Background: an optimization exercise with open tools, aiming at small area, a short achievable clock period and few clock cycles per item. Do not read the settings as production practice.
Only simulation tests tie the RTL to the original design; equivalence was not proved.

File: flow/run.sh
#!/bin/bash
# synth_recipe.tcl (not shown) runs the flow's synth.tcl, then flattens the netlist and writes it again
# the make line also repeats each setting of config.mk as NAME=value (left out here)
make -C /OpenROAD-flow-scripts/flow DESIGN_CONFIG=/design/flow/config.mk WORK_HOME=/design/flow/orfs CLKGATE_MAP_FILE= SYNTH_SCRIPT=/design/flow/synth_recipe.tcl finish
File: flow/config.mk
export PLATFORM = sky130hd
export DESIGN_NAME = weight_update_top
export DESIGN_NICKNAME = weight_update_top
export VERILOG_FILES = /design/flow/design.v
export SDC_FILE = /design/flow/constraint.sdc
export NUM_CORES = 4
export LEC_CHECK = 0
export CAP_MARGIN = 20
export CORE_MARGIN = 2
export CORE_UTILIZATION = 40
export SLEW_MARGIN = 20
File: flow/constraint.sdc
create_clock -name core_clock -period 10.0 [get_ports {clk}]
set_input_delay 2.0000 -clock core_clock [delete_from_list [all_inputs] [get_ports {clk}]]
set_output_delay 2.0000 -clock core_clock [all_outputs]
set_load 0.01 [all_outputs]
File: flow/design.v
package wupd_pkg;
    localparam int NUM_TAPS   = 8;
    localparam int ERR_W      = 14;
    localparam int REF_W      = 14;
    localparam int WEIGHT_W   = 16;
    localparam int PROD_W     = 28;
    localparam int NORM_W     = 32;
    localparam int NORM_SHIFT = 10;
    localparam int QUOT_W     = 27;
    typedef logic signed [ERR_W-1:0]    err_t;
    typedef logic signed [REF_W-1:0]    ref_t;
    typedef logic signed [WEIGHT_W-1:0] weight_t;
    typedef logic signed [PROD_W-1:0]   prod_t;
    typedef logic signed [NORM_W-1:0]   norm_t;
    typedef logic [$clog2(NUM_TAPS)-1:0] tap_idx_t;
    typedef ref_t    [NUM_TAPS-1:0] ref_vec_t;
    typedef weight_t [NUM_TAPS-1:0] weight_vec_t;
    typedef struct packed
    {
        prod_t   prod;       
        weight_t weight;     
    } div_req_t;
    typedef enum logic [1:0]
    {
        S_IDLE,
        S_MULT,
        S_DIV,
        S_WAIT
    } seq_state_t;
endpackage
`timescale 1ns/10ps
module weight_update_top
(
    input  logic                  clk,
    input  logic                  rstn,
    input  logic                  start,
    input  wupd_pkg::err_t        e,
    input  wupd_pkg::ref_vec_t    ref_vec,
    input  wupd_pkg::norm_t       n,
    output wupd_pkg::weight_vec_t weights,
    output logic                  busy,
    output logic                  done
);
    localparam int K  = 3;               
    localparam int NW = 26;              
    localparam int DW = 21;              
    localparam int XW = 18;              
    localparam int NI = XW / K;          
    localparam int CW = $clog2(NI);
    logic       accept;
    logic [3:0] ft;          
    logic       pv;          
    logic       dv;          
    logic       dtl;         
    logic [CW-1:0] cnt;        
    logic       wbv;         
    logic       wbl;         
    logic       dlast;
    logic       dload;
    logic       p_en;
    logic [CW-1:0] ld_cnt;      
    assign accept = start && !busy;
    assign dlast  = dv && (cnt == '0);
    assign dload  = pv && (!dv || dlast);
    assign p_en   = busy && !done && (!pv || dload) && !ft[3];
    always_ff @(posedge clk or negedge rstn)
    begin
        if (!rstn)
        begin
            busy <= 1'b0;
            done <= 1'b0;
            ft   <= '0;
            pv   <= 1'b0;
            dv   <= 1'b0;
            dtl  <= 1'b0;
            cnt  <= '0;
            wbv  <= 1'b0;
            wbl  <= 1'b0;
        end
        else
        begin
            done <= wbv && wbl;
            if (accept)
                busy <= 1'b1;
            else if (done)
                busy <= 1'b0;
            if (wbv && wbl)
                ft <= '0;
            else if (p_en)
                ft <= ft + 1'b1;
            if (p_en)
                pv <= 1'b1;
            else if (dload)
                pv <= 1'b0;
            if (dload)
            begin
                dv  <= 1'b1;
                dtl <= ft[3];
                cnt <= ld_cnt;
            end
            else if (dlast)
                dv <= 1'b0;
            else if (dv)
                cnt <= cnt - 1'b1;
            wbv <= dlast;
            wbl <= dlast && dtl;
        end
    end
    logic [3:0]  ft_nx;
    logic [13:0] r_sel;
    logic [13:0] em_q;
    logic [13:0] rm_q;
    logic        sg_q;
    logic [DW-1:0] d_q;
    logic        dok_q;
    logic [4:0]  dbl_q;
    logic [4:0]  dbl;
    assign ft_nx = (wbv && wbl) ? 4'd0 : (ft + 4'(p_en));
    logic [8*14-1:0] ref_flat;
    assign ref_flat = ref_vec;
    assign r_sel    = ref_flat[ft_nx[2:0]*14 +: 14];
    always_comb
    begin
        dbl = '0;
        for (int i = 0; i < DW; i++)
            if (n[10 + i])
                dbl = 5'(i + 1);
    end
    always_ff @(posedge clk)
    begin
        em_q  <= e[13] ? 14'(-e) : 14'(e);
        rm_q  <= r_sel[13] ? 14'(-r_sel) : r_sel;
        sg_q  <= e[13] ^ r_sel[13];
        d_q   <= n[30:10];
        dok_q <= !n[31] && (n[30:10] != '0);
        dbl_q <= dbl;
    end
    logic [NW-1:0] p_q;
    logic          pneg_q;
    logic [27:0]   prod;
    assign prod = {14'b0, em_q} * {14'b0, rm_q} + {27'b0, sg_q};
    always_ff @(posedge clk)
    begin
        if (p_en)
        begin
            p_q    <= prod[NW:1];
            pneg_q <= sg_q;
        end
    end
    logic [4:0]          nbl;
    logic signed [6:0]   j0;
    logic                ld_sat;
    logic [DW+XW-1:0]    ax0;
    always_comb
    begin
        nbl = '0;
        for (int i = 0; i < NW; i++)
            if (p_q[i])
                nbl = 5'(i + 1);
    end
    assign j0 = 7'(nbl) - 7'(dbl_q);
    always_comb
    begin
        ld_cnt = '0;
        for (int c = 1; c < NI; c++)
            if (!j0[6] && (j0[5:0] >= 6'(K * c)))
                ld_cnt = CW'(c);
        ld_sat = !j0[6] && (j0[5:0] >= 6'(XW));
    end
    always_comb
    begin
        ax0 = '0;
        for (int c = 0; c < NI; c++)
            if (ld_cnt == CW'(c))
                ax0 = (DW+XW)'({{(DW+XW-NW){1'b0}}, p_q} << (XW - K * (c + 1)));
    end
    logic [DW-1:0] a_q;
    logic [XW-1:0] x_q;
    logic          dneg_q;
    logic          dsat_q;
    logic [DW-1:0] a_nx;
    logic [XW-1:0] x_nx;
    always_comb
    begin
        logic [DW:0] ash;
        logic [DW:0] dif;
        a_nx = a_q;
        x_nx = x_q;
        for (int k = 0; k < K; k++)
        begin
            ash = {a_nx, x_nx[XW-1]};
            dif = ash - {1'b0, d_q};
            if (!dif[DW])
            begin
                a_nx = dif[DW-1:0];
                x_nx = {x_nx[XW-2:0], 1'b1};
            end
            else
            begin
                a_nx = ash[DW-1:0];
                x_nx = {x_nx[XW-2:0], 1'b0};
            end
        end
    end
    always_ff @(posedge clk)
    begin
        if (dload)
        begin
            {a_q, x_q} <= ax0;
            dneg_q     <= pneg_q;
            dsat_q     <= ld_sat;
        end
        else
        begin
            a_q <= a_nx;
            x_q <= x_nx;
        end
    end
    logic [XW-1:0]       wq_q;
    logic                wneg_q;
    logic                wsat_q;
    logic [8*16-1:0]     ring;
    logic signed [15:0]  w0;
    logic signed [XW+1:0] sum;
    logic [15:0]         wres;
    localparam logic signed [XW+1:0] S_MAX = 32767;
    localparam logic signed [XW+1:0] S_MIN = -32768;
    always_ff @(posedge clk)
    begin
        wq_q   <= x_nx;
        wneg_q <= dneg_q;
        wsat_q <= dsat_q;
    end
    assign w0  = ring[15:0];
    assign sum = wneg_q ? ((XW+2)'(w0) - (XW+2)'({2'b00, wq_q}))
                        : ((XW+2)'(w0) + (XW+2)'({2'b00, wq_q}));
    always_comb
    begin
        if (!dok_q)
            wres = w0;
        else if (wsat_q)
            wres = wneg_q ? 16'h8000 : 16'h7fff;
        else if (sum > S_MAX)
            wres = 16'h7fff;
        else if (sum < S_MIN)
            wres = 16'h8000;
        else
            wres = sum[15:0];
    end
    always_ff @(posedge clk or negedge rstn)
    begin
        if (!rstn)
        begin
            ring <= '0;
        end
        else if (wbv)
        begin
            ring <= {wres, ring[8*16-1:16]};
        end
    end
    assign weights = ring;
endmodule
==> impl_metrics.csv, run 1 <==
group,metric,value,unit
worst_setup_path,path_buf_inv,2,
grt,antenna_found_initial,0,
timing,slew_violations,0,
worst_setup_path,cpMostUsedCell,"o21ai_0",
timing,worst_slew_pin_slew,1.140,ns
drt,drt_iter0_drc,1095,
worst_setup_path,critPathTopFamily,"compound AO/OA/AOI/OAI gates",
floorplanning,initial_utilization,0.4023,
drt,avgRoutedWirePerCell,17.65,um
final_layout,final_layout_size_suffix_gt1_frac,0.08416,
floorplanning,core-area,0.05869,mm2
floorplanning,rows,89,
cts,cts.sinks,286,
cts,clockRootBuffer,"clkbuf_16",
cts,htreeDepth,2,
worst_setup_path,cp-start-kind,"flip-flop",
worst_setup_path,cp_slowest_stage_delay,0.66,ns
worst_setup_path,r2r_start,"d_q[1]",
worst_setup_path,regToRegEndpoint,"a_q[5]",
synthesis,synth_top_area_frac,0.1505,
floorplanning,die-area,0.06099,mm2
grt,grt_use_total,0.2078,
synthesis,synth_edf_count,29,
flow_run,cap_violations,0,
timing,post-route-min-period,9.135,ns
worst_setup_path,slowest_stage,"xnor2_2",
placed_design,post-place-cells,3536,
worst_hold_path,hold_class,"flip-flop to flip-flop",
synthesis,yosys_warnings,1,
cts,clkSlewWorstSetupHoldPaths,0.06,ns
timing,timing.setup.tns,0,ns
timing,final_hold_viol_count,0,
final_layout,diodes,0,
synthesis,synth_nets,3076,
floorplanning,die_w,247.0,um
final_layout,nets,3291,
synthesis,ys_types,81,
worst_hold_path,hold_path_end,"wneg_q",
synthesis,synth.area.top_cells,"dfrtp_1 (15%), fa_1 (12%), dfxtp_1 (9.8%)",
worst_setup_path,rr_worst_depth,30,
timing,period_share,0.9135,
drt,avgViaCountPerCell,5.354,
timing,setup_viol,0,
worst_setup_path,required,10.44,ns
worst_setup_path,crit_fanout,16,
outcome,outcome,"finished clean",
synthesis,netlist_top_cells_count,"nand2_1 (288), inv_1 (241), ha_1 (184)",
worst_setup_path,r2r_slack,0.87,ns
synthesis,synthFlopType,"dfrtp_1",
synthesis,ys_seq_elements,286,
cts,cts.repair.resized,0,
worst_setup_path,critPathCaptureType,"flip-flop",
cts,clk_latency,0.56,ns
cts,post_cts_buffers,0,
placed_design,place_congestion,0.9508,
placed_design,port-buffer-count,280,
timing,relSlewSlack,0.2329,
final_layout,fin_cells,3601,
synthesis,ys_seq_area_frac,0.2849,
cts,cts_max_path_buffers,3,
synthesis,synth_area_leader_cell,"dfrtp_1",
cts,holdBufCountCts,0,
drt,drt_wl_total,63550,um
cts,cts_tree,"done",
floorplanning,die_h,247.0,um
worst_setup_path,critPathKind,"flip-flop to flip-flop",
timing,fmax,109.5,MHz
cts,numCtsBuffers,35,
drt,route.detailed.drc,0,
timing,rsz0062_at_grt,"no",
grt,overflow,0,
synthesis,synth_cells,2586,
final_layout,final_util,0.4826,
placed_design,place_hpwl,49020,um
grt,grt_pass1_wl,102200,um
timing,fin_hold_ws,0.3402,ns
timing,clock_skew,0.02309,ns
synthesis,syn_area,0.02361,mm2
worst_hold_path,whs_path_depth,0,
grt,grt_max_degree,81,
synthesis,synth-async-reset-ratio,0.4965,
drt,drtAntennaViolNets,0,
synthesis,syn_area_per_cell,9.130,um2
drt,num_vias,19279,
floorplanning,io_pins,291,
drt,first_pass_iters,6,
synthesis,synth.most_common_cell,"nand2_1",
grt,grt_pass1_vias,19684,
worst_setup_path,cp_data_arrival_time,9.58,ns
worst_hold_path,worstHoldStart,"dneg_q",
final_layout,area_growth,19.95,%
-- logic make-up after synthesis --
group	count (synthesis)	synth area share
buffers and inverters	362	0.05808
muxes	188	0.09162
xor gates and xnor gates	147	0.05580
adders and majority gates	331	0.2213
AOI/OAI and AO/OA	526	0.1428
DFF	286	0.2849
and+or+nand+nor	746	0.1455
-- cell usage in the layout (no fill, tap or decap), types with 8 or more instances in the layout --
cell / count
dfxtp_1: 115
nor3_1: 44
o31ai_1: 10
nand2_1: 288
nor2b_1: 18
and2_1: 86
a21o_1: 39
o21bai_1: 21
a221oi_1: 8
a211oi_1: 13
mux2i_1: 53
mux4_2: 10
dfrtp_1: 141
buf_4: 15
and3_1: 18
fa_1: 145
o22ai_1: 16
nand3_1: 35
o221ai_1: 23
nor4_1: 8
xor2_1: 35
or4_1: 8
edfxtp_1: 29
o21ai_0: 152
a31oi_1: 15
a21oi_1: 129
nor2_1: 177
inv_1: 241
mux2_2: 125
or3_1: 13
clkbuf_16: 36
ha_1: 184
o211ai_1: 15
o21a_1: 20
clkdlybuf4s50_1: 279
xnor2_1: 109
nand2b_1: 27
-- layout make-up --
type	count	area, um2
well taps	773	967.2
fillers	5514	30360
flip-flops and latches	286	6730
clock inverters	19	236.5
repair buffers	296	2944
inverters	244	915.9
multi-input cells	1938	15530
clock buffers	45	994.7
-- worst reg2reg max path: cells and delay by family (launching register included) --
kind,cells,cell delay [ns]
fa+ha+maj,3,1.01
compound gates,17,4.46
buf+inv,2,0.45
mux,1,0.38
xor+xnor,2,1.30
simple gates,5,1.04
flops,1,0.37
-- flip-flops by register name, indices dropped and copies added, names as in the netlist, 3 cells and up --
name	cells
a_q	21
cnt	3
d_q	21
dbl_q	5
em_q	14
ft	4
p_q	26
ring	128
rm_q	14
wq_q	18
x_q	18
-- stage by stage --
| stage | setup WS (ns) | cell area (um2) |
|---|---|---|
| finish | 0.8654 | 28320 |
| global route | 0.2545 | 28320 |
| CTS | 0.8022 | 28290 |
| detailed placement | 0.8580 | 27060 |
| global placement | 0.8929 | 27060 |
| floorplan | 2.791 | 23610 |
-- layer usage --
layer / global-route usage / up-vias / wire length, um
met5: 0 / - / 0
met4: 0.07158 / 0 / 2049
met1: 0.2579 / 9323 / 27180
met2: 0.3651 / 580 / 30940
li1: - / 9264 / -
met3: 0.03213 / 112 / 3385
-- worst max path at each step --
stage,startpoint,to,slack (ns),depth (start not counted)
final,d_q[1],a_q[5],0.87,30
after global routing,d_q[1],a_q[5],0.25,32
after CTS,d_q[1],a_q[5],0.80,32
after detailed placement,d_q[1],a_q[5],0.86,32
after global placement,d_q[1],a_q[5],0.89,30
after floorplan,d_q[1],a_q[5],2.79,32
Testbench counts, summed over its fixed seeds: cycles 8,210, updates 384.
==> run 2, diff against run 1 <==
--- a/flow/design.v
+++ b/flow/design.v
@@ -43,3 +43,3 @@
 );
-    localparam int K  = 3;               
+    localparam int K  = 2;               
     localparam int NW = 26;              
==> run 2 against run 1 <==
Still clean; global-route usage is 0.12 points lower; final cell count hardly changed; first-iteration DRC count is 8.8% higher.
==> impl_metrics.csv, run 2 <==
group,metric,value,unit
final_layout,area_growth,19.00,%
timing,slew_violations,0,
grt,grt_use_total,0.2066,
final_layout,final_common_cell,"clkdlybuf4s50_1",
timing,timing.setup.tns,0,ns
grt,use_met2,0.3696,
worst_setup_path,cp_data_arrival_time,7.05,ns
placed_design,pre_cts_slack,3.366,ns
cts,cts_tree,"done",
cts,cts_max_path_buffers,3,
worst_hold_path,hold_path_end,"wsat_q",
final_layout,layout_common_cells,"clkdlybuf4s50_1 (279), nand2_1 (265), inv_1 (239), ha_1 (162), a21oi_1 (161)",
cts,htreeDepth,1,
synthesis,synth_edf_count,29,
floorplanning,die_w,247.4,um
drt,drt_wl_total,64500,um
grt,grt_pass1_vias,19914,
worst_setup_path,cp-start-kind,"flip-flop",
final_layout,final_layout_size_suffix_gt1_frac,0.08743,
worst_setup_path,critPathKind,"flip-flop to flip-flop",
grt,grtUsageMet1,0.2595,
final_layout,regMostFlops,"ring",
timing,setup_slack,3.267,ns
synthesis,ys_types,92,
drt,avgViaCountPerCell,5.544,
grt,overflow,0,
placed_design,port-buffer-count,280,
drt,num_vias,19949,
cts,clkSlewWorstSetupHoldPaths,0.06,ns
synthesis,syn_area_per_cell,9.057,um2
synthesis,synth_area_leader_cell,"dfrtp_1",
floorplanning,rows,89,
timing,fmax,148.5,MHz
final_layout,largestRegisters,"ring (128), p_q (26)",
synthesis,synth_nets,3084,
worst_setup_path,rr_worst_depth,20,
timing,rsz0062_at_grt,"no",
grt,use_met3,0.02963,
timing,period_share,0.6733,
worst_setup_path,crit_fanout,14,
timing,relSlewSlack,0.3141,
floorplanning,io_pins,291,
worst_setup_path,regToRegEndpoint,"p_q[22]",
floorplanning,die_h,247.4,um
worst_hold_path,hold_class,"flip-flop to flip-flop",
synthesis,synth_cells,2617,
synthesis,syn_area,0.02370,mm2
synthesis,ys_seq_elements,287,
worst_hold_path,worstHoldStart,"dsat_q",
grt,antenna_found_initial,0,
cts,numCtsBuffers,30,
worst_setup_path,critPathCaptureType,"flip-flop",
placed_design,place_congestion,0.9069,
synthesis,netlist_top_cells_count,"nand2_1 (266), inv_1 (239), a21oi_1 (162), ha_1 (162), nor2_1 (151)",
synthesis,ys_seq_area_frac,0.2848,
worst_setup_path,r2r_slack,3.27,ns
synthesis,synthFlopType,"dfrtp_1",
synthesis,synth.area.top_cells,"dfrtp_1 (15%), fa_1 (12%), dfxtp_1 (9.7%)",
drt,first_pass_iters,5,
cts,clockRootBuffer,"clkbuf_16",
floorplanning,initial_utilization,0.4031,
synthesis,yosys_warnings,1,
timing,final_hold_viol_count,0,
drt,route.detailed.drc,0,
final_layout,fill_cells,5590,
worst_setup_path,r2r_start,"rm_q[6]",
cts,cts.sinks,287,
drt,drtAntennaViolNets,0,
cts,cts.repair.resized,0,
timing,clock_skew,0.01065,ns
drt,drt_iter0_drc,1191,
synthesis,synth_top_area_frac,0.1510,
timing,worst_slew_pin_slew,1.029,ns
timing,post-route-min-period,6.733,ns
placed_design,place_hpwl,49550,um
floorplanning,die-area,0.06122,mm2
final_layout,largest_reg_flops,128,
worst_setup_path,required,10.32,ns
grt,busiest_layer,"met2",
cts,holdBufCountCts,0,
synthesis,synth-async-reset-ratio,0.4983,
cts,post_cts_buffers,0,
flow_run,cap_violations,0,
grt,grt_max_degree,88,
drt,avgRoutedWirePerCell,17.93,um
worst_hold_path,whs_path_depth,0,
timing,setup_viol,0,
outcome,outcome,"finished clean",
cts,clk_latency,0.57,ns
final_layout,nets,3268,
final_layout,diodes,0,
synthesis,synth.most_common_cell,"nand2_1",
floorplanning,core-area,0.05880,mm2
grt,grt_pass1_wl,103500,um
## run 2: how the worst max path moves through the flow
stage	startpoint	end	slack [ns]	cells after the start
after CTS	em_q[7]	p_q[22]	3.35	20
final	rm_q[6]	p_q[22]	3.27	20
after global routing	em_q[6]	p_q[22]	3.00	20
after floorplan	rm_q[5]	p_q[22]	4.09	21
after detailed placement	em_q[7]	p_q[22]	3.37	20
after global placement	em_q[7]	p_q[22]	3.52	22
## run 2: area by class of cell
type | count | area (um2) | share of cell area
clock inverter | 14 | 229.0 | 0.008117
tap | 773 | 967.2 | 0.03429
inverter | 241 | 907.1 | 0.03216
multi-input combinational | 1942 | 15490 | 0.5491
clock buffer | 42 | 909.6 | 0.03225
sequential | 287 | 6755 | 0.2395
timing repair buffer | 299 | 2950 | 0.1046
## run 2: per-layer routing
| metal | routed length, um | part of all wire | vias to the layer above |
|---|---|---|---|
| li1 | - | - | 9448 |
| met4 | 1581 | 0.025 | 0 |
| met5 | 0 | 0 | - |
| met2 | 31650 | 0.49 | 691 |
| met3 | 4258 | 0.066 | 113 |
| met1 | 27010 | 0.42 | 9697 |
## run 2: critical path: stages, from the launching register on
cell and delay [ns]:
dfxtp_1 0.76, nand2_1 0.16, fa_1 0.46, fa_1 0.55
inv_1 0.05, fa_1 0.53, inv_1 0.05, fa_1 0.47
fa_1 0.50, inv_1 0.06, fa_1 0.44, ha_1 0.37
a21o_1 0.22, a21oi_1 0.26, inv_1 0.11, a221o_1 0.35
a31oi_1 0.36, o211ai_1 0.25, a31o_2 0.28, a21oi_1 0.17
xnor2_1 0.08
## run 2: cells by family (layout without fill, tap and decap cells)
kind of cell | after synthesis | after routing | share of synthesized area
AOI/OAI and AO/OA | 588 | 588 | 0.1626
xor gates and xnor gates | 118 | 118 | 0.04360
adders and majority gates | 306 | 306 | 0.2071
buffers and inverters | 388 | 596 | 0.06298
DFF | 287 | 287 | 0.2848
muxes | 170 | 170 | 0.08361
and+or+nand+nor | 760 | 760 | 0.1552
## run 2: stage by stage
step | utilization | hold WS (ns) | std cells | instance area (um2)
global route | 0.4797 | 0.3495 | 3598 | 28210
global placement | 0.4602 | 0.3289 | 3541 | 27060
floorplan | - | 0.3233 | 2617 | 23700
detailed placement | 0.4602 | 0.3278 | 3541 | 27060
finish | 0.4797 | 0.3391 | 3598 | 28210
CTS | 0.4796 | 0.3384 | 3597 | 28200
Testbench counts of run 2, summed over its fixed seeds: cycles 10,509, updates 384.
==> run 3, diff against run 2 <==
--- a/flow/design.v
+++ b/flow/design.v
@@ -51,2 +51,4 @@
     logic [3:0] ft;          
+    logic       mv;          
+    logic       m_en;
     logic       pv;          
@@ -64,3 +66,4 @@
     assign dload  = pv && (!dv || dlast);
-    assign p_en   = busy && !done && (!pv || dload) && !ft[3];
+    assign p_en   = mv && (!pv || dload);
+    assign m_en   = busy && !done && (!mv || p_en) && !ft[3];
     always_ff @(posedge clk or negedge rstn)
@@ -72,2 +75,3 @@
             ft   <= '0;
+            mv   <= 1'b0;
             pv   <= 1'b0;
@@ -88,4 +92,8 @@
                 ft <= '0;
+            else if (m_en)
+                ft <= ft + 1'b1;
+            if (m_en)
+                mv <= 1'b1;
             else if (p_en)
-                ft <= ft + 1'b1;
+                mv <= 1'b0;
             if (p_en)
@@ -97,3 +105,3 @@
                 dv  <= 1'b1;
-                dtl <= ft[3];
+                dtl <= ft[3] && !mv;
                 cnt <= ld_cnt;
@@ -111,3 +119,4 @@
     logic [13:0] em_q;
-    logic [13:0] rm_q;
+    logic [13:0] rx_q;       
+    logic        rs_q;
     logic        sg_q;
@@ -117,4 +126,4 @@
     logic [4:0]  dbl;
-    assign ft_nx = (wbv && wbl) ? 4'd0 : (ft + 4'(p_en));
     logic [8*14-1:0] ref_flat;
+    assign ft_nx    = (wbv && wbl) ? 4'd0 : (ft + 4'(m_en));
     assign ref_flat = ref_vec;
@@ -131,3 +140,4 @@
         em_q  <= e[13] ? 14'(-e) : 14'(e);
-        rm_q  <= r_sel[13] ? 14'(-r_sel) : r_sel;
+        rx_q  <= r_sel ^ {14{r_sel[13]}};
+        rs_q  <= r_sel[13];
         sg_q  <= e[13] ^ r_sel[13];
@@ -137,2 +147,6 @@
     end
+    logic [21:0]   mh_q;
+    logic [5:0]    ml_q;
+    logic          ms_q;
+    logic          mneg_q;
     logic [NW-1:0] p_q;
@@ -140,3 +154,16 @@
     logic [27:0]   prod;
-    assign prod = {14'b0, em_q} * {14'b0, rm_q} + {27'b0, sg_q};
+    always_ff @(posedge clk)
+    begin
+        if (m_en)
+        begin
+            mh_q   <= {8'b0, em_q} * {14'b0, rx_q[13:6]};
+            ml_q   <= rx_q[5:0];
+            ms_q   <= rs_q;
+            mneg_q <= sg_q;
+        end
+    end
+    assign prod = {mh_q, 6'b0}
+                + {14'b0, em_q} * {22'b0, ml_q}
+                + (ms_q ? {14'b0, em_q} : 28'b0)
+                + {27'b0, mneg_q};
     always_ff @(posedge clk)
@@ -146,3 +173,3 @@
             p_q    <= prod[NW:1];
-            pneg_q <= sg_q;
+            pneg_q <= mneg_q;
         end
--- a/flow/config.mk
+++ b/flow/config.mk
@@ -7,2 +7,3 @@
 export LEC_CHECK = 0
+export ABC_AREA = 1
 export CAP_MARGIN = 20
==> run 3 against run 2 <==
Final cell count up 17%; wire length up 5.8%; register-to-register slack better by 1.1 ns; final area up 3.9%; maximum frequency up 21%; worst hold slack better by 0.0025 ns; highest routed layer unchanged.
==> impl_metrics.csv, run 3 <==
group,metric,value,unit
worst_setup_path,cp_data_arrival_time,6.04,ns
worst_setup_path,critPathCaptureType,"flip-flop",
drt,avgViaCountPerCell,5.084,
synthesis,synth_area_leader_cell,"dfrtp_1",
floorplanning,die-area,0.06353,mm2
cts,htreeDepth,2,
final_layout,final_layout_size_suffix_gt1_frac,0.04419,
flow_run,cap_violations,0,
timing,rsz0062_at_grt,"no",
drt,avgRoutedWirePerCell,16.26,um
timing,relSlewSlack,0.3008,
synthesis,synthAdderAreaFrac,0.1966,
drt,first_pass_iters,6,
final_layout,multiInputGateArea,0.01448,mm2
cts,post_cts_buffers,0,
timing,period_share,0.5584,
synthesis,ys_seq_elements,317,
placed_design,place_congestion,0.9340,
synthesis,ys_types,74,
synthesis,synth.area.top_cells,"dfrtp_1 (15%), nand2_1 (13%), fa_1 (11%)",
drt,drt_iter0_drc,1464,
synthesis,synth_nets,3642,
timing,fmax,179.1,MHz
synthesis,synth_edf_count,58,
final_layout,seqCellArea,0.007651,mm2
final_layout,final_common_cell,"nand2_1",
grt,overflow,0,
timing,final_hold_viol_count,0,
synthesis,synth-xor-area-share,0.05008,
worst_setup_path,required,10.46,ns
placed_design,placed_area,0.02794,mm2
timing,slew_violations,0,
final_layout,layout_common_cells,"nand2_1 (871), inv_1 (503), clkdlybuf4s50_1 (279), a21oi_1 (187), ha_1 (166)",
grt,antenna_found_initial,0,
cts,cts_tree,"done",
worst_setup_path,cp-start-kind,"flip-flop",
placed_design,port-buffer-count,280,
worst_setup_path,cp_slowest_stage_delay,0.54,ns
drt,route.detailed.drc,0,
worst_hold_path,hold_class,"flip-flop to flip-flop",
cts,clk_latency,0.58,ns
floorplanning,core-area,0.06058,mm2
synthesis,synthFlopType,"dfrtp_1",
final_layout,diodes,0,
drt,drtAntennaViolNets,0,
final_layout,largestRegisters,"ring (128), p_q (26)",
synthesis,syn_area_per_cell,7.747,um2
grt,grt_pass1_vias,21004,
cts,cts_max_path_buffers,3,
drt,drt_wl_total,68270,um
worst_setup_path,cpMostUsedCell,"nand2_1",
floorplanning,rows,90,
cts,cts.sinks,317,
synthesis,syn_area,0.02461,mm2
synthesis,netlist_top_cells_count,"nand2_1 (871), inv_1 (503), a21oi_1 (188)",
timing,clock_skew,0.02299,ns
synthesis,synth_top_area_frac,0.1464,
timing,setup_viol,0,
final_layout,regMostFlops,"ring",
drt,num_vias,21346,
synthesis,synth-async-reset-ratio,0.4543,
final_layout,largest_reg_flops,128,
cts,numCtsBuffers,39,
timing,worst_slew_pin_slew,1.049,ns
synthesis,ys_seq_area_frac,0.3107,
grt,grt_use_total,0.2162,
cts,clockRootBuffer,"clkbuf_16",
cts,clkSlewWorstSetupHoldPaths,0.06,ns
synthesis,synth_cells,3177,
worst_setup_path,critPathKind,"flip-flop to flip-flop",
synthesis,muxShareOfSynthArea,0.0004575,
floorplanning,die_h,252.0,um
floorplanning,initial_utilization,0.4062,
cts,cts.repair.resized,0,
cts,holdBufCountCts,0,
final_layout,nets,3853,
final_layout,area_growth,19.13,%
floorplanning,die_w,252.0,um
synthesis,yosys_warnings,1,
outcome,outcome,"finished clean",
timing,post-route-min-period,5.584,ns
synthesis,synth_top_family_by_area,"simple AND/OR/NAND/NOR gates",
final_layout,fill_cells,6030,
floorplanning,io_pins,291,
timing,timing.setup.tns,0,ns
worst_setup_path,crit_fanout,39,
worst_setup_path,slowest_stage,"nand2_2",
synthesis,synth.most_common_cell,"nand2_1",
grt,grt_pass1_wl,110700,um
synthesis,synth_compound_area_frac,0.1396,
final_layout,fin_area,0.02932,mm2
timing,fin_hold_ws,0.3416,ns
placed_design,place_hpwl,51970,um
grt,grt_max_degree,91,
synthesis,synth-simple-area-share,0.2005,
## run 3: cell count changes in the layout (fill, tap and decap cells not counted), moves of 29 or more
| cell | before | now |
|---|---|---|
| xnor2_1 | 88 | 36 |
| inv_1 | 239 | 503 |
| mux2_2 | 134 | 1 |
| a21o_1 | 36 | 7 |
| nand2_1 | 265 | 871 |
| o21ai_1 | 1 | 36 |
| and2_1 | 109 | 1 |
| edfxtp_1 | 29 | 58 |
| xor2_1 | 30 | 96 |
## run 3: final cells by class
cell class | instances | area share
inverters | 525 | 0.06730
clock buffers | 50 | 0.03777
repair buffers | 289 | 0.09794
well taps | 782 | 0.03337
clock inverters | 20 | 0.008962
flip-flops and latches | 317 | 0.2610
multi-input cells | 2216 | 0.4937
## run 3: metrics by stage
step / util / worst slack, ns / std cells
2_1_floorplan: - / 5.246 / 3177
3_3_place_gp: 0.4612 / 4.240 / 4129
3_5_place_dp: 0.4612 / 4.236 / 4129
4_1_cts: 0.4838 / 4.170 / 4199
5_1_grt: 0.4840 / 3.795 / 4199
6_report: 0.4840 / 4.416 / 4199
## run 3: worst max-delay path: cells and delay by family (launching register included)
| family | cells | cell delay, ns |
|---|---|---|
| and+or+nand+nor | 16 | 2.93 |
| buffers and inverters | 5 | 0.89 |
| AOI/OAI and AO/OA | 4 | 0.64 |
| adders and majority gates | 2 | 0.63 |
| DFF | 1 | 0.36 |
## run 3: path summary, 6_finish.rpt
check	depth (start not counted)	slack, ns	endpoint	from
min	0	0.34	wneg_q	dneg_q
max reg2reg	27	4.42	a_q[20]	d_q[1]
min reg2reg	0	0.34	wneg_q	dneg_q
min in group asynchronous	1	1.49	ring[29]	rstn
max in group asynchronous	2	7.26	ring[106]	rstn
max	27	4.42	a_q[20]	d_q[1]
## run 3: kinds of logic (layout without fill, tap and decap cells)
kind of cell,count (synthesis),after routing
simple gates,1205,1205
xor+xnor,136,136
compound gates,570,570
flops,317,317
mux,1,1
buf+inv,644,884
fa+ha+maj,304,304
## run 3: layer usage
layer,global-route usage,part of all wire
met4,0.06695,0.031
met5,0,0
met2,0.3669,0.48
met3,0.03539,0.052
met1,0.2820,0.44
Testbench counts of run 3, summed over its fixed seeds: cycles 10,893, updates 384.
==> run 4, diff against run 3 <==
--- a/flow/config.mk
+++ b/flow/config.mk
@@ -11,2 +11,4 @@
 export CORE_UTILIZATION = 40
+export SETUP_SLACK_MARGIN = 5
 export SLEW_MARGIN = 20
+export TNS_END_PERCENT = 100
==> run 4 against run 3 <==
Still clean; sequential cell count stayed put; core utilization is 1.5 points higher; via count rose by 1.4%; critical path depth decreased by 5; sequential share of layout area down 0.63 points; critical endpoint is now p_q[24]; largest cell class unchanged.
==> impl_metrics.csv, run 4 <==
group,metric,value,unit
outcome,outcome,"finished clean",
worst_setup_path,slowest_stage,"fa_1",
cts,clockRootBuffer,"clkbuf_16",
cts,holdBufCountCts,0,
timing,rsz0062_at_grt,"yes",
floorplanning,core-area,0.06058,mm2
synthesis,ys_seq_area_frac,0.3107,
final_layout,layout_common_cells,"nand2_1 (863), inv_1 (499), clkdlybuf4s50_1 (279), a21oi_1 (177), ha_1 (157)",
final_layout,diodes,0,
worst_setup_path,path_cells,"buf_6 -> buf_4 -> nand2_1 -> inv_1 -> fa_1 -> inv_1 -> fa_1 -> fa_1 -> fa_1 -> inv_1 -> ha_1 -> nand2_1 -> nor2_2 -> nand2_1 -> o211ai_1 -> a31oi_2 -> o21ai_2 -> a21oi_2 -> o21ai_2 -> nand2_1 -> a21oi_2 -> xor2_1",
cts,clk_latency,0.58,ns
worst_setup_path,critPathKind,"flip-flop to flip-flop",
final_layout,largestRegisters,"ring (128), p_q (26)",
timing,final_hold_viol_count,0,
synthesis,synth_nets,3642,
final_layout,final_layout_size_suffix_gt1_frac,0.07543,
drt,route.detailed.drc,0,
grt,grt_pass1_vias,21130,
worst_setup_path,cp-start-kind,"flip-flop",
grt,antenna_found_initial,0,
worst_setup_path,cp_data_arrival_time,5.18,ns
timing,post-route-min-period,4.859,ns
timing,relSlewSlack,0.3481,
worst_hold_path,hold_class,"flip-flop to flip-flop",
cts,cts_tree,"done",
grt,grt_use_total,0.2187,
placed_design,place_hpwl,51970,um
cts,cts_max_path_buffers,3,
final_layout,largest_reg_flops,128,
timing,setup_viol,0,
timing,period_share,0.4859,
grt,overflow,0,
drt,avgViaCountPerCell,5.103,
final_layout,final_util,0.4988,
timing,worst_slew_pin_slew,0.9768,ns
drt,drtAntennaViolNets,0,
timing,clock_skew,0.02072,ns
floorplanning,initial_utilization,0.4062,
worst_setup_path,crit_fanout,6,
placed_design,port-buffer-count,280,
drt,drt_iter0_drc,1554,
timing,fin_hold_ws,0.3416,ns
drt,first_pass_iters,5,
synthesis,synth_cells,3177,
floorplanning,rows,90,
drt,drt_wl_total,70570,um
drt,avgRoutedWirePerCell,16.64,um
synthesis,ys_types,74,
synthesis,synthFlopType,"dfrtp_1",
worst_setup_path,critPathCaptureType,"flip-flop",
final_layout,area_growth,22.78,%
floorplanning,die_h,252.0,um
floorplanning,io_pins,291,
placed_design,post-place-cells,4129,
worst_setup_path,required,10.32,ns
final_layout,final_common_cell,"nand2_1",
synthesis,netlist_top_cells_count,"nand2_1 (871), inv_1 (503), a21oi_1 (188)",
grt,grt_max_degree,91,
timing,slew_violations,0,
final_layout,regMostFlops,"ring",
timing,timing.setup.tns,0,ns
synthesis,synth-async-reset-ratio,0.4543,
synthesis,synth_top_area_frac,0.1464,
worst_setup_path,cp_slowest_stage_delay,0.54,ns
cts,cts.sinks,317,
final_layout,nets,3896,
floorplanning,die-area,0.06353,mm2
cts,clkSlewWorstSetupHoldPaths,0.06,ns
grt,grt_pass1_wl,111800,um
cts,htreeDepth,2,
synthesis,ys_seq_elements,317,
cts,numCtsBuffers,39,
synthesis,yosys_warnings,1,
synthesis,synth.area.top_cells,"dfrtp_1 (15%), nand2_1 (13%), fa_1 (11%)",
synthesis,synth.most_common_cell,"nand2_1",
flow_run,cap_violations,0,
floorplanning,die_w,252.0,um
synthesis,synth_area_leader_cell,"dfrtp_1",
synthesis,syn_area,0.02461,mm2
synthesis,synth_edf_count,58,
final_layout,fin_cells,4242,
synthesis,syn_area_per_cell,7.747,um2
timing,fmax,205.8,MHz
placed_design,place_congestion,0.9340,
drt,num_vias,21647,
[run 4: what timing repair did]
action / in CTS / in global routing
setup buffers: 19 / 18
cloned: 1 / 5
resized for setup: 34 / 86
endpoints found under the setup margin: 60 / 66
pin swaps: 1 / 27
[run 4: kinds of logic after synthesis]
family | count (synthesis) | share of synthesized area
xor gates and xnor gates | 136 | 0.05008
adders and majority gates | 304 | 0.1966
and+or+nand+nor | 1205 | 0.2005
buffers and inverters | 644 | 0.1020
AOI/OAI and AO/OA | 570 | 0.1396
muxes | 1 | 0.0004575
DFF | 317 | 0.3107
[run 4: worst max-delay path, delay by kind of cell, from the launching register on]
kind / cells / cell delay, ns
AO/OA/AOI/OAI: 6 / 0.82
XOR/XNOR: 1 / 0.07
adder cells (fa/ha/maj): 5 / 2.41
buffers and inverters: 5 / 0.44
flip-flops: 1 / 0.38
AND/OR/NAND/NOR: 5 / 0.47
[run 4: routing by layer]
metal / part of all wire / vias to the layer above / global-route usage
li1: - / 10743 / -
met5: 0 / - / 0
met2: 0.48 / 652 / 0.3738
met4: 0.030 / 0 / 0.06746
met1: 0.43 / 10128 / 0.2848
met3: 0.056 / 124 / 0.03343
[run 4: path summary, 6_finish.rpt]
kind | start | end | slack, ns | cells past startpoint
worst min-delay path | dneg_q | wneg_q | 0.34 | 0
worst max register to register | ml_q[2] | p_q[24] | 5.14 | 22
min in group asynchronous | rstn | ring[29] | 1.49 | 1
max in group asynchronous | rstn | ring[121] | 7.25 | 2
worst max-delay path | ml_q[2] | p_q[24] | 5.14 | 22
worst min register to register | dneg_q | wneg_q | 0.34 | 0
[run 4: area by class of cell]
cell class / instances / area [um2]
tap: 782 / 978.4
inverter: 525 / 2003
clock buffer: 50 / 1107
multi-input combinational: 2222 / 14940
clock inverter: 20 / 262.8
timing repair buffer: 326 / 3236
sequential: 317 / 7694
fill: 5954 / 30370
[run 4: stage by stage]
step	setup WS, ns	cell area [um2]
floorplan	5.246	24610
global placement	4.240	27940
detailed placement	4.236	27940
CTS	5.009	29620
global route	4.886	30220
finish	5.141	30220
==> run 5, diff against run 4 <==
--- a/flow/design.v
+++ b/flow/design.v
@@ -43,6 +43,6 @@
 );
-    localparam int K  = 2;               
+    localparam int K  = 4;               
     localparam int NW = 26;              
     localparam int DW = 21;              
-    localparam int XW = 18;              
+    localparam int XW = 20;              
     localparam int NI = XW / K;          
@@ -209,16 +209,33 @@
     logic [XW-1:0] x_nx;
-    always_comb
-    begin
-        logic [DW:0] ash;
-        logic [DW:0] dif;
+    logic [DW+1:0] d3_q;
+    always_ff @(posedge clk)
+        d3_q <= {1'b0, d_q, 1'b0} + {2'b0, d_q};
+    always_comb
+    begin
+        logic [DW+1:0] ash;
+        logic [DW+2:0] t1;
+        logic [DW+2:0] t2;
+        logic [DW+2:0] t3;
         a_nx = a_q;
         x_nx = x_q;
-        for (int k = 0; k < K; k++)
-        begin
-            ash = {a_nx, x_nx[XW-1]};
-            dif = ash - {1'b0, d_q};
-            if (!dif[DW])
-            begin
-                a_nx = dif[DW-1:0];
-                x_nx = {x_nx[XW-2:0], 1'b1};
+        for (int k = 0; k < K / 2; k++)
+        begin
+            ash = {a_nx, x_nx[XW-1 -: 2]};
+            t1  = {1'b0, ash} - {3'b0, d_q};
+            t2  = {1'b0, ash} - {2'b0, d_q, 1'b0};
+            t3  = {1'b0, ash} - {1'b0, d3_q};
+            if (!t3[DW+2])
+            begin
+                a_nx = t3[DW-1:0];
+                x_nx = {x_nx[XW-3:0], 2'd3};
+            end
+            else if (!t2[DW+2])
+            begin
+                a_nx = t2[DW-1:0];
+                x_nx = {x_nx[XW-3:0], 2'd2};
+            end
+            else if (!t1[DW+2])
+            begin
+                a_nx = t1[DW-1:0];
+                x_nx = {x_nx[XW-3:0], 2'd1};
             end
@@ -227,3 +244,3 @@
                 a_nx = ash[DW-1:0];
-                x_nx = {x_nx[XW-2:0], 1'b0};
+                x_nx = {x_nx[XW-3:0], 2'd0};
             end
--- a/flow/config.mk
+++ b/flow/config.mk
@@ -11,4 +11,2 @@
 export CORE_UTILIZATION = 40
-export SETUP_SLACK_MARGIN = 5
 export SLEW_MARGIN = 20
-export TNS_END_PERCENT = 100
==> run 5 against run 4 <==
Still clean on timing, DRC and antenna; die area up 23%; clock skew grew 0.024 ns; worst hold slack got worse by 0.0025 ns; non-clock buffer count is 30 lower; wire length is 33% higher; critical path depth is 6 higher; via count is 28% higher; register-to-register slack worse by 1.6 ns; largest cell class unchanged.
==> impl_metrics.csv, run 5 <==
group,metric,value,unit
outcome,outcome,"finished clean",
synthesis,synth_nets,4754,
final_layout,final_util,0.4688,
drt,first_pass_iters,7,
synthesis,synth-async-reset-ratio,0.4169,
synthesis,synth_cells,4171,
worst_setup_path,cpMostUsedCell,"nand2_1",
floorplanning,die-area,0.07821,mm2
grt,grt_pass1_vias,27232,
cts,cts_tree,"done",
placed_design,place_congestion,0.9432,
synthesis,synth_area_leader_cell,"nand2_1",
worst_setup_path,cp_data_arrival_time,6.91,ns
synthesis,syn_area,0.03039,mm2
final_layout,layout_common_cells,"nand2_1 (1239), inv_1 (613), a21oi_1 (292), ha_1 (279), clkdlybuf4s50_1 (279)",
cts,post_cts_buffers,0,
cts,cts_max_path_buffers,3,
floorplanning,rows,101,
final_layout,regMostFlops,"ring",
synthesis,yosys_warnings,1,
final_layout,area_growth,16.56,%
worst_setup_path,critPathKind,"flip-flop to flip-flop",
worst_setup_path,slowest_stage,"inv_1",
timing,worst_slew_pin_slew,0.9924,ns
cts,clockRootBuffer,"clkbuf_16",
drt,route.detailed.drc,0,
worst_setup_path,cp_slowest_stage_delay,0.56,ns
timing,timing.setup.tns,0,ns
synthesis,synth_top_area_frac,0.1530,
flow_run,cap_violations,0,
floorplanning,core-area,0.07557,mm2
timing,post-route-min-period,6.476,ns
final_layout,largestRegisters,"ring (128), p_q (26), d3_q (23)",
drt,drt_wl_total,93620,um
cts,clkSlewWorstSetupHoldPaths,0.06,ns
placed_design,place_hpwl,74750,um
worst_hold_path,hold_class,"flip-flop to flip-flop",
drt,num_vias,27781,
worst_setup_path,cp-start-kind,"flip-flop",
synthesis,ys_seq_area_frac,0.2686,
grt,antenna_found_initial,0,
synthesis,netlist_top_cells_count,"nand2_1 (1239), inv_1 (614), a21oi_1 (293)",
placed_design,port-buffer-count,280,
timing,slew_violations,0,
final_layout,nets,4973,
cts,cts.sinks,343,
cts,cts.repair.resized,0,
floorplanning,io_pins,291,
floorplanning,die_h,279.7,um
cts,holdBufCountCts,0,
final_layout,final_common_cell,"nand2_1",
synthesis,synthFlopType,"dfrtp_1",
drt,avgRoutedWirePerCell,17.33,um
drt,avgViaCountPerCell,5.142,
drt,drtAntennaViolNets,0,
worst_setup_path,required,10.43,ns
grt,grt_max_degree,106,
cts,htreeDepth,2,
worst_setup_path,crit_fanout,32,
floorplanning,initial_utilization,0.4022,
timing,setup_viol,0,
grt,grt_pass1_wl,148000,um
timing,fin_hold_ws,0.3392,ns
floorplanning,die_w,279.7,um
grt,overflow,0,
drt,drt_iter0_drc,1947,
synthesis,ys_seq_elements,343,
cts,clk_latency,0.60,ns
synthesis,synth.area.top_cells,"nand2_1 (15%), dfrtp_1 (12%), ha_1 (11%)",
synthesis,ys_types,63,
timing,final_hold_viol_count,0,
timing,period_share,0.6476,
synthesis,synth.most_common_cell,"nand2_1",
cts,numCtsBuffers,42,
worst_setup_path,critPathCaptureType,"flip-flop",
synthesis,syn_area_per_cell,7.287,um2
timing,rsz0062_at_grt,"no",
timing,fmax,154.4,MHz
timing,relSlewSlack,0.3377,
final_layout,final_layout_size_suffix_gt1_frac,0.03142,
synthesis,synth_edf_count,58,
timing,clock_skew,0.04504,ns
grt,grt_use_total,0.2372,
final_layout,largest_reg_flops,128,
[run 5: cell count changes in the layout (fill, tap and decap cells not counted), moves of 16 or more]
cell,previous run,this run
nand2_1,863,1239
nand3_1,71,162
buf_4,37,16
inv_1,499,613
o21ai_0,135,196
o21bai_1,10,26
o21ai_1,34,18
nor2_1,142,206
a21oi_1,177,292
ha_1,157,279
xnor2_1,35,67
dfxtp_1,99,142
xor2_1,96,135
[run 5: kinds of logic (layout without fill, tap and decap cells)]
family,after synthesis,count (layout),share of synthesized area
AND/OR/NAND/NOR,1735,1735,0.2324
buffers and inverters,747,1000,0.09476
AO/OA/AOI/OAI,720,720,0.1363
adder cells (fa/ha/maj),422,422,0.2090
flip-flops,343,343,0.2686
XOR/XNOR,202,202,0.05821
multiplexers,2,2,0.0006998
other,0,1,0
[run 5: routing by layer]
metal,vias up,global-route usage,wire [um]
met2,708,0.4036,44370
li1,13909,-,-
met3,133,0.02469,4441
met1,13031,0.3211,42430
met5,-,0,0
met4,0,0.06253,2384
[run 5: critical path, delay by kind of cell (launching register included)]
kind,cells,cell delay [ns]
AND/OR/NAND/NOR,20,3.05
flip-flops,1,0.50
buffers and inverters,2,0.87
multiplexers,1,0.53
adder cells (fa/ha/maj),2,0.80
AO/OA/AOI/OAI,3,0.52
[run 5: through the flow]
stage	worst slack (ns)	instance area (um2)	std cells
3_3_place_gp	3.642	34030	5324
5_1_grt	2.857	35420	5402
4_1_cts	3.484	35420	5402
3_5_place_dp	3.541	34030	5324
2_1_floorplan	5.097	30390	4171
6_report	3.524	35430	5403
[run 5: final timing paths]
path | slack (ns) | from | cells after the start | to
min in group asynchronous | 1.51 | rstn | 1 | ring[45]
worst max-delay path | 3.52 | d_q[1] | 28 | a_q[10]
worst max register to register | 3.52 | d_q[1] | 28 | a_q[10]
max in group asynchronous | 7.21 | rstn | 2 | wbv
worst min register to register | 0.34 | dneg_q | 0 | wneg_q
worst min-delay path | 0.34 | dneg_q | 0 | wneg_q
[run 5: layout make-up]
type | instances | area [um2]
Sequential cell | 343 | 8167
Antenna cell | 1 | 2.502
Inverter | 626 | 2354
Timing Repair Buffer | 296 | 2924
Fill cell | 7684 | 40140
Tap cell | 978 | 1224
Multi-Input combinational cell | 3081 | 19370
Clock buffer | 60 | 1209
Clock inverter | 18 | 180.2
Testbench counts of run 5, summed over its fixed seeds: cycles 7,465, updates 384.
==> run 6, diff against run 5 <==
--- a/flow/config.mk
+++ b/flow/config.mk
@@ -10,3 +10,5 @@
 export CORE_MARGIN = 2
-export CORE_UTILIZATION = 40
+export CORE_UTILIZATION = 55
+export SETUP_SLACK_MARGIN = 5
 export SLEW_MARGIN = 20
+export TNS_END_PERCENT = 100
==> run 6 against run 5 <==
Sequential cell count unchanged; wire length fell by 0.38%; worst hold slack improved by 0.0060 ns; via count up 3.6%; setup slack improved by 1.5 ns; synthesized cell count is the same; area after synthesis did not move; clock-buffer cell count shrank 7.
==> impl_metrics.csv, run 6 <==
group,metric,value,unit
worst_hold_path,worstHoldStart,"x_q[13]",
timing,relSlewSlack,0.3195,
synthesis,synth.most_common_cell,"nand2_1",
cts,clockRootBuffer,"clkbuf_16",
timing,period_share,0.4952,
worst_setup_path,cp_data_arrival_time,5.26,ns
final_layout,layout_common_cells,"nand2_1 (1214), inv_1 (579), clkdlybuf4s50_1 (279), a21oi_1 (271), ha_1 (225)",
drt,first_pass_iters,6,
synthesis,synth.area.top_cells,"nand2_1 (15%), dfrtp_1 (12%), ha_1 (11%)",
flow_run,cap_violations,0,
synthesis,synthFlopType,"dfrtp_1",
timing,setup_viol,0,
worst_hold_path,whs_path_depth,0,
worst_hold_path,hold_path_end,"wq_q[17]",
cts,cts.sinks,343,
final_layout,area_growth,22.79,%
synthesis,ys_types,63,
outcome,outcome,"finished clean",
grt,grt_use_total,0.3137,
final_layout,fill_cells,4809,
drt,drtAntennaViolNets,0,
cts,clkSlewWorstSetupHoldPaths,0.06,ns
worst_setup_path,r2r_start,"ml_q[1]",
synthesis,synth_nets,4754,
placed_design,pre_cts_slack,3.673,ns
cts,htreeDepth,2,
floorplanning,die_w,239.1,um
synthesis,netlist_top_cells_count,"nand2_1 (1239), inv_1 (614), a21oi_1 (293)",
drt,drt_iter0_drc,2274,
worst_setup_path,regToRegEndpoint,"p_q[23]",
final_layout,final_layout_size_suffix_gt1_frac,0.1022,
synthesis,syn_area,0.03039,mm2
synthesis,synth_cells,4171,
timing,worst_slew_pin_slew,1.021,ns
final_layout,fin_cells,5225,
timing,setup_slack,5.048,ns
final_layout,final_common_cell,"nand2_1",
placed_design,placed_area,0.03365,mm2
timing,fmax,202.0,MHz
drt,avgRoutedWirePerCell,17.85,um
synthesis,yosys_warnings,1,
worst_setup_path,cp-start-kind,"flip-flop",
placed_design,place_hpwl,70290,um
cts,numCtsBuffers,40,
worst_setup_path,critPathKind,"flip-flop to flip-flop",
final_layout,regMostFlops,"ring",
synthesis,synth_edf_count,58,
drt,avgViaCountPerCell,5.509,
timing,rsz0062_at_grt,"yes",
synthesis,synth_area_leader_cell,"nand2_1",
floorplanning,io_pins,291,
timing,slew_violations,0,
worst_hold_path,hold_class,"flip-flop to flip-flop",
grt,grt_pass1_vias,26706,
synthesis,syn_area_per_cell,7.287,um2
worst_setup_path,critPathCaptureType,"flip-flop",
floorplanning,rows,86,
synthesis,synth_top_area_frac,0.1530,
synthesis,ys_seq_elements,343,
cts,cts_tree,"done",
final_layout,largest_reg_flops,128,
placed_design,place_congestion,0.9517,
final_layout,final_util,0.6801,
drt,route.detailed.drc,0,
timing,timing.setup.tns,0,ns
timing,final_hold_viol_count,0,
final_layout,multiInputGateArea,0.02063,mm2
final_layout,nets,5072,
worst_setup_path,required,10.31,ns
drt,drt_wl_total,93260,um
floorplanning,core-area,0.05488,mm2
floorplanning,die-area,0.05716,mm2
final_layout,fin_area,0.03732,mm2
floorplanning,initial_utilization,0.5539,
cts,clk_latency,0.58,ns
worst_setup_path,rr_worst_depth,19,
placed_design,post-place-cells,5045,
grt,overflow,0,
final_layout,seqCellArea,0.008228,mm2
grt,grt_max_degree,110,
grt,antenna_found_initial,3,
floorplanning,die_h,239.1,um
synthesis,ys_seq_area_frac,0.2686,
worst_setup_path,r2r_slack,5.05,ns
placed_design,port-buffer-count,280,
final_layout,largestRegisters,"ring (128), p_q (26), d3_q (23)",
grt,grt_pass1_wl,141000,um
timing,post-route-min-period,4.952,ns
synthesis,synth-async-reset-ratio,0.4169,
cts,cts_max_path_buffers,3,
drt,num_vias,28782,
worst_setup_path,crit_fanout,3,
timing,clock_skew,0.02585,ns
final_layout,diodes,0,
-- run 6: how the worst max path moves through the flow --
stage | depth (start not counted) | slack (ns) | startpoint | end
floorplan | 20 | 5.10 | em_q[0] | p_q[23]
global placement | 30 | 3.77 | d_q[1] | a_q[3]
detailed placement | 30 | 3.67 | d_q[1] | a_q[3]
CTS | 27 | 5.00 | d_q[1] | a_q[2]
global route | 29 | 4.88 | d_q[9] | a_q[14]
finish | 19 | 5.05 | ml_q[1] | p_q[23]
-- run 6: cell type report --
class / count / area share
Clock buffer: 53 / 0.02987
Timing Repair Buffer: 388 / 0.1012
Inverter: 626 / 0.06504
Sequential cell: 343 / 0.2205
Timing Repair inverter: 1 / 0.0002347
Multi-Input combinational cell: 3089 / 0.5529
Clock inverter: 21 / 0.006705
Tap cell: 704 / 0.02360
-- run 6: timing repair --
| action | 4_1_cts | 5_1_grt |
|---|---|---|
| gates resized for setup | 85 | 228 |
| cloned | 5 | 5 |
| pin swaps | 17 | 67 |
| buffers inserted | 38 | 58 |
| setup endpoints to repair | 52 | 52 |
| hold buffers | 0 | 0 |
-- run 6: routing by layer --
metal / up-vias / track usage / share of wire
li1: 14130 / - / -
met1: 13462 / 0.4235 / 0.43
met2: 992 / 0.5232 / 0.47
met3: 198 / 0.04076 / 0.064
met4: 0 / 0.09924 / 0.036
met5: - / 0 / 0
-- run 6: logic make-up (layout without fill, tap and decap cells) --
kind of cell | after synthesis | count (layout) | share of synthesized area
multiplexers | 2 | 2 | 0.0006998
XOR/XNOR | 202 | 202 | 0.05821
AO/OA/AOI/OAI | 720 | 720 | 0.1363
AND/OR/NAND/NOR | 1735 | 1743 | 0.2324
flip-flops | 343 | 343 | 0.2686
buffers and inverters | 747 | 1089 | 0.09476
adder cells (fa/ha/maj) | 422 | 422 | 0.2090
-- run 6: worst max-delay path, cell delays in order, from the launching register on --
cell      delay [ns]
edfxtp_1        0.58
nand2_1         0.13
fa_1            0.50
fa_1            0.53
fa_1            0.51
inv_1           0.05
fa_1            0.51
ha_4            0.33
nand2_2         0.05
nand2_2         0.09
a31oi_4         0.05
o21ai_2         0.19
a21oi_2         0.12
o21bai_2        0.17
inv_1           0.07
o21ai_2         0.19
a21oi_2         0.10
o21ai_2         0.24
nand3_2         0.11
xor2_1          0.17
-- run 6: through the flow --
stage,hold WS (ns)
floorplan,0.3233
global placement,0.3369
detailed placement,0.3424
CTS,0.3455
global route,0.3508
finish,0.3452
==> run 7, diff against run 6 <==
--- a/flow/config.mk
+++ b/flow/config.mk
@@ -10,3 +10,3 @@
 export CORE_MARGIN = 2
-export CORE_UTILIZATION = 55
+export CORE_UTILIZATION = 25
 export SETUP_SLACK_MARGIN = 5
==> run 7 against run 6 <==
Final area up 2.6%; highest routed layer unchanged; final cell count up 17%; synthesized cell count unchanged; global-route usage down 16 points; maximum frequency down 0.13%; largest cell class unchanged; non-clock buffer count down 14; clock skew up 0.0088 ns.
==> impl_metrics.csv, run 7 <==
group,metric,value,unit
grt,overflow,0,
timing,relSlewSlack,0.3545,
cts,numCtsBuffers,43,
floorplanning,die_w,352.7,um
drt,drt_iter0_drc,2163,
floorplanning,core-area,0.1203,mm2
synthesis,synth-async-reset-ratio,0.4169,
cts,clockRootBuffer,"clkbuf_16",
synthesis,synth.most_common_cell,"nand2_1",
floorplanning,initial_utilization,0.2527,
timing,worst_slew_pin_slew,0.9671,ns
worst_setup_path,cp_slowest_stage_delay,0.53,ns
timing,setup_viol,0,
placed_design,post-place-cells,5954,
worst_setup_path,required,10.34,ns
synthesis,synth_top_area_frac,0.1530,
worst_setup_path,crit_fanout,5,
final_layout,layout_common_cells,"nand2_1 (1214), inv_1 (587), clkdlybuf4s50_1 (279), a21oi_1 (276), ha_1 (236)",
cts,cts_max_path_buffers,3,
synthesis,yosys_warnings,1,
final_layout,fin_cells,6125,
synthesis,syn_area_per_cell,7.287,um2
worst_setup_path,critPathKind,"flip-flop to flip-flop",
timing,period_share,0.4958,
grt,antenna_found_initial,1,
final_layout,fill_cells,12815,
worst_setup_path,slowest_stage,"fa_1",
final_layout,regMostFlops,"ring",
final_layout,area_growth,25.93,%
synthesis,synthFlopType,"dfrtp_1",
synthesis,synth_cells,4171,
cts,cts_tree,"done",
synthesis,netlist_top_cells_count,"nand2_1 (1239), inv_1 (614), a21oi_1 (293)",
synthesis,synth.area.top_cells,"nand2_1 (15%), dfrtp_1 (12%), ha_1 (11%)",
placed_design,place_hpwl,76500,um
final_layout,seqCellArea,0.008244,mm2
grt,grt_pass1_wl,151200,um
placed_design,port-buffer-count,280,
final_layout,final_common_cell,"nand2_1",
timing,fmax,201.7,MHz
drt,num_vias,28372,
final_layout,final_layout_size_suffix_gt1_frac,0.09685,
final_layout,largestRegisters,"ring (128), p_q (26), d3_q (23)",
synthesis,synth_nets,4754,
floorplanning,rows,127,
grt,grt_use_total,0.1523,
final_layout,multiInputGateArea,0.02040,mm2
synthesis,ys_seq_area_frac,0.2686,
drt,avgRoutedWirePerCell,16.25,um
synthesis,ys_seq_elements,343,
worst_setup_path,cpMostUsedCell,"fa_1",
final_layout,largest_reg_flops,128,
timing,slew_violations,0,
outcome,outcome,"finished clean",
synthesis,ys_types,63,
synthesis,synth_area_leader_cell,"nand2_1",
worst_hold_path,hold_class,"flip-flop to flip-flop",
flow_run,cap_violations,0,
timing,clock_skew,0.03465,ns
timing,rsz0062_at_grt,"yes",
worst_setup_path,path_buf_inv,5,
cts,htreeDepth,2,
floorplanning,io_pins,291,
synthesis,syn_area,0.03039,mm2
drt,drtAntennaViolNets,0,
cts,cts.sinks,343,
final_layout,nets,5060,
drt,avgViaCountPerCell,4.632,
timing,timing.setup.tns,0,ns
cts,holdBufCountCts,0,
timing,post-route-min-period,4.958,ns
grt,grt_max_degree,82,
synthesis,synth_edf_count,58,
cts,clkSlewWorstSetupHoldPaths,0.06,ns
worst_setup_path,critPathCaptureType,"flip-flop",
timing,final_hold_viol_count,0,
grt,grt_pass1_vias,27002,
worst_setup_path,cp-start-kind,"flip-flop",
worst_setup_path,critPathTopFamily,"adder cells",
floorplanning,die-area,0.1244,mm2
placed_design,place_congestion,0.9236,
drt,first_pass_iters,7,
floorplanning,die_h,352.7,um
drt,route.detailed.drc,0,
worst_setup_path,cp_data_arrival_time,5.30,ns
worst_setup_path,path_cells,"buf_6 -> buf_6 -> nand2_1 -> inv_1 -> fa_1 -> inv_1 -> fa_1 -> inv_1 -> fa_1 -> fa_1 -> ha_4 -> nand2_1 -> o21ai_0 -> nand3_1 -> o211ai_1 -> a21oi_2 -> nor3_2 -> nor2_2 -> o21bai_1 -> nand2_1 -> nand2_2 -> nand3_2 -> xnor2_1",
drt,drt_wl_total,99520,um
cts,clk_latency,0.61,ns
==> run 7: cell counts after synthesis <==
Identical to the previous run, type by type.
==> run 7: repair_timing <==
item,CTS,global route
gates resized for setup,89,193
pin swaps,9,36
cloned,6,3
buffers inserted,34,47
endpoints found under the setup margin,53,56
==> run 7: stage by stage <==
| step | area (um2) | worst slack (ns) | hold WS, ns | utilization |
|---|---|---|---|---|
| after detailed placement | 34790 | 3.354 | 0.3291 | 0.2893 |
| after global placement | 34790 | 3.413 | 0.3246 | 0.2893 |
| after global routing | 38270 | 4.893 | 0.3552 | 0.3182 |
| after CTS | 37020 | 4.925 | 0.3434 | 0.3077 |
| final | 38280 | 5.042 | 0.3400 | 0.3182 |
| after floorplan | 30390 | 5.097 | 0.3233 | - |
==> run 7: cells by family (layout without fill, tap and decap cells) <==
group / count (synthesis) / after routing / share of synthesized area
AO/OA/AOI/OAI: 720 / 720 / 0.1363
XOR/XNOR: 202 / 202 / 0.05821
adder cells (fa/ha/maj): 422 / 422 / 0.2090
buffers and inverters: 747 / 1081 / 0.09476
flip-flops: 343 / 343 / 0.2686
multiplexers: 2 / 2 / 0.0006998
other: 0 / 1 / 0
AND/OR/NAND/NOR: 1735 / 1742 / 0.2324
==> run 7: worst register-to-register path, delay by kind of cell (launching register included) <==
kind            cells  cell delay [ns]
fa+ha+maj           5             2.27
simple gates        8             0.78
compound gates      4             0.61
flops               1             0.47
buf+inv             5             0.45
xor+xnor            1             0.12
==> run 7: layout make-up <==
cell class	instances	area share
clock buffers	54	0.03200
well taps	1612	0.05269
diodes	1	0.00006538
repair inverters	1	0.0004249
flip-flops and latches	343	0.2154
inverters	626	0.06227
clock inverters	26	0.008662
repair buffers	374	0.09558
multi-input cells	3088	0.5329
==> run 7: worst paths after layout <==
path / startpoint / to / slack [ns] / cells past startpoint
hold reg to reg: dneg_q / wneg_q / 0.34 / 0
max in group asynchronous: rstn / wbv / 7.05 / 2
min in group asynchronous: rstn / ring[16] / 1.43 / 1
setup / recovery: ml_q[2] / p_q[24] / 5.04 / 23
setup reg to reg: ml_q[2] / p_q[24] / 5.04 / 23
hold / removal: dneg_q / wneg_q / 0.34 / 0
==> run 7: metal layers <==
metal  share of wire  track usage  vias up
met5               0            0        -
met4           0.039      0.06085        0
met3           0.050      0.01847      162
met2            0.48       0.2602      805
met1            0.43       0.1942    13271
li1                -            -    14134

[afterwards: timing with drivers on the ports]
The results above use ideal ports. As a check the final layouts listed here were re-extracted and re-timed, cells and wires unchanged.
Step 1, drivers: a clkbuf_16 drives clk and a buf_2 each remaining input, both assumed.
Step 2 times the ports against the registers' clock, not the clock port: input delays grow and output delays shrink by t, the midpoint of the rising clock arrivals with the driver on.
Slacks: ideal / step 1 / step 2; pairs: ideal / step 1.
run	t, ns	slack for setup (ns)	hold WS [ns]	clock arrival spread, ns
run 1	0.605	0.865 / 0.865 / 0.865	0.340 / 0.340 / 0.340	0.029 / 0.029
run 2	0.629	3.266 / 3.266 / 3.266	0.339 / 0.339 / 0.339	0.011 / 0.011
run 3	0.627	4.416 / 4.416 / 4.416	0.342 / 0.342 / 0.342	0.023 / 0.023
run 4	0.629	5.141 / 5.141 / 5.141	0.342 / 0.342 / 0.342	0.021 / 0.021
run 5	0.639	3.524 / 3.524 / 3.524	0.339 / 0.339 / 0.339	0.046 / 0.046
run 6	0.635	5.048 / 5.048 / 5.048	0.345 / 0.345 / 0.345	0.028 / 0.028
run 7	0.663	5.042 / 5.042 / 5.042	0.340 / 0.340 / 0.340	0.034 / 0.034
After both steps every run listed still meets setup and hold.
